Context: an optimization exercise on an open-source flow, tuned for small area. The choices shown serve that exercise and are no tape-out recipe.
In this exercise RTL edits were held to simulation tests only and were not proved equivalent to the original.
Power and IR drop assume default switching activity.

== v17 ==
==> flow/design.v (excerpt) <==
module knob_calc_top (
        input  logic         clk,
        input  logic         reset,
        input  logic         rot,
        input  logic [3:0]   bits,
        output logic [127:0] line1,
        output logic [127:0] line2
);
        logic        rot_q;
        logic [3:0]  c;
        logic [2:0]  opcode;
        logic [3:0]  lo;
        logic [4:0]  addr;
        logic [15:0] tmp_a;      
        logic [15:0] tmp_b;      
        logic        pend;       
        logic        wr_pend;    
        logic        disp_q;
        logic [2:0]  p;
        logic        clr;
        logic [15:0] l1;
        logic [15:0] l2;
        logic        shown;
        logic [15:0] ring [4][8];
        wire turn = rot & ~rot_q;
        wire op_write  = (opcode == 3'd0);
        wire op_read   = (opcode == 3'd1);
        wire op_pair   = (opcode == 3'd2);
        wire op_sub    = (opcode == 3'd6);
        wire op_shift  = (opcode == 3'd7);
        wire op_addsub = (opcode == 3'd5) || op_sub;
        logic [3:0] c_last;
        always_comb begin
                case (opcode)
                        3'd1:    c_last = 4'd4;
                        3'd2:    c_last = 4'd6;
                        3'd7:    c_last = 4'd7;
                        default: c_last = 4'd8;
                endcase
        end
  ...
For scale: about 260 I/O pins.
Settings: LEC_CHECK=0, CAP_MARGIN=20, CORE_MARGIN=2, CORE_UTILIZATION=40, SLEW_MARGIN=20; clock period 5.0 ns.
standard.sh (not shown) runs the stock make flow with config.mk's settings and CLKGATE_MAP_FILE= SYNTH_SCRIPT=/design/flow/synth_recipe.tcl, a recipe that flattens the netlist after the stock synthesis.
==> flow/flow/run.sh <==
#!/bin/bash
# Layout flow: the standard flow (standard.sh), with
#  - smaller port buffers and a clock tree without dummy loads (ORFS env knobs),
#  - the constant-0 output ports of eight characters sharing one tie cell
#    (flow/ties.tcl, run on the placed design before clock tree synthesis).
# Each tool's output goes to a log file of its own in the work folder.
set -euo pipefail
W=$(pwd)
export RESULTS=$W/orfs/results/$FLOW_PLATFORM/knob_calc_top/base
export BUFFER_PORTS_ARGS="-buffer_cell sky130_fd_sc_hd__buf_1"
export CTS_ARGS="-sink_clustering_enable -repair_clock_nets -dont_use_dummy_load $(cat $W/flow/cts_args.txt)"
bash standard.sh place > $W/log_standard_place.log 2>&1
openroad -no_init -exit $W/flow/ties.tcl > $W/log_ties.log 2>&1
bash standard.sh > $W/log_standard_finish.log 2>&1
==> flow/flow/cts_args.txt <==
-sink_clustering_size 20 -sink_clustering_max_diameter 60 -buf_list sky130_fd_sc_hd__clkbuf_8
==> flow/flow/ties.tcl <==
# Let the constant-0 output ports of eight neighbouring characters share a single
# tie cell. repair_tie_fanout gives every constant port a tie cell of its own;
# here the ports line<n>[8i+k] of characters 8j to 8j+7 (n = 1, 2) are put on
# the net of one of them and the other tie cells are deleted.
read_db $::env(RESULTS)/3_place.odb
set block [ord::get_db_block]
array set keep {}
set removed 0
foreach inst [$block getInsts] {
  if {[[$inst getMaster] getName] ne "sky130_fd_sc_hd__conb_1"} { continue }
  set net [[$inst findITerm LO] getNet]
  if {$net eq "NULL"} { continue }
  set bterms [$net getBTerms]
  if {[llength $bterms] != 1 || [llength [$net getITerms]] != 1} { continue }
  set bt [lindex $bterms 0]
  if {![regexp {^(line[12])\[(\d+)\]$} [$bt getName] -> ln bit]} { continue }
  set key "$ln/[expr {$bit / 64}]"
  if {![info exists keep($key)]} {
    set keep($key) $net
    continue
  }
  $bt disconnect
  $bt connect $keep($key)
  odb::dbInst_destroy $inst
  odb::dbNet_destroy $net
  incr removed
}
puts "ties.tcl: removed $removed tie cells, [array size keep] kept"
write_db $::env(RESULTS)/3_place.odb
v17 finished every stage and its layout cleared the timing, DRC and antenna checks.
[inputs] v20 vs v17
- PLACE_DENSITY now 0.75, previously not set
- CORE_UTILIZATION now 65, was 40
==> flow/flow/cts_args.txt <==
-sink_clustering_size 22 -sink_clustering_max_diameter 50 -buf_list sky130_fd_sc_hd__clkbuf_8
--- outcome ---
For v17, the highest-delay cell along the critical path was sky130_fd_sc_hd__edfxtp_1, unlike v20, where it was sky130_fd_sc_hd__nand3b_1.
Diff v17 -> v20: static leakage flat, overall die area decreased by 38% relative to the old numbers, total wire length after detailed routing shrank by 2000 µm.
v20 reports a higher time the final worst path needs with I/O delays and setup than v17 does.
v20 vs. v17: final total power now smaller; period utilization +5.6 points; least setup slack across all paths after layout now sits lower.
Final instance area: v20 < v17

[port drivers added, routing unchanged]
No port has a modelled driver above. Below, the same layouts with a new extraction and two added sets of constraints. Step 1 (the two cells are an assumption about what drives the block):
set clk [get_ports {clk}]
set_driving_cell -lib_cell sky130_fd_sc_hd__clkbuf_16 $clk
set_driving_cell -lib_cell sky130_fd_sc_hd__buf_2 [delete_from_list [all_inputs] $clk]
Step 2, shift: input delay + t, output delay - t, t = (earliest + latest rising clock arrival at the registers) / 2. This alone moves slack from input paths to output paths. Slacks: no drivers / after step 1 / after step 2; pairs: no drivers / after step 1.
run	t, ns	slack for setup (ns)	worst hold slack (ns)
v17	0.635	1.525 / 1.525 / 1.525	0.267 / 0.267 / 0.267
v20	0.588	1.247 / 1.247 / 1.247	0.294 / 0.294 / 0.294
After both steps every run listed still meets setup and hold.
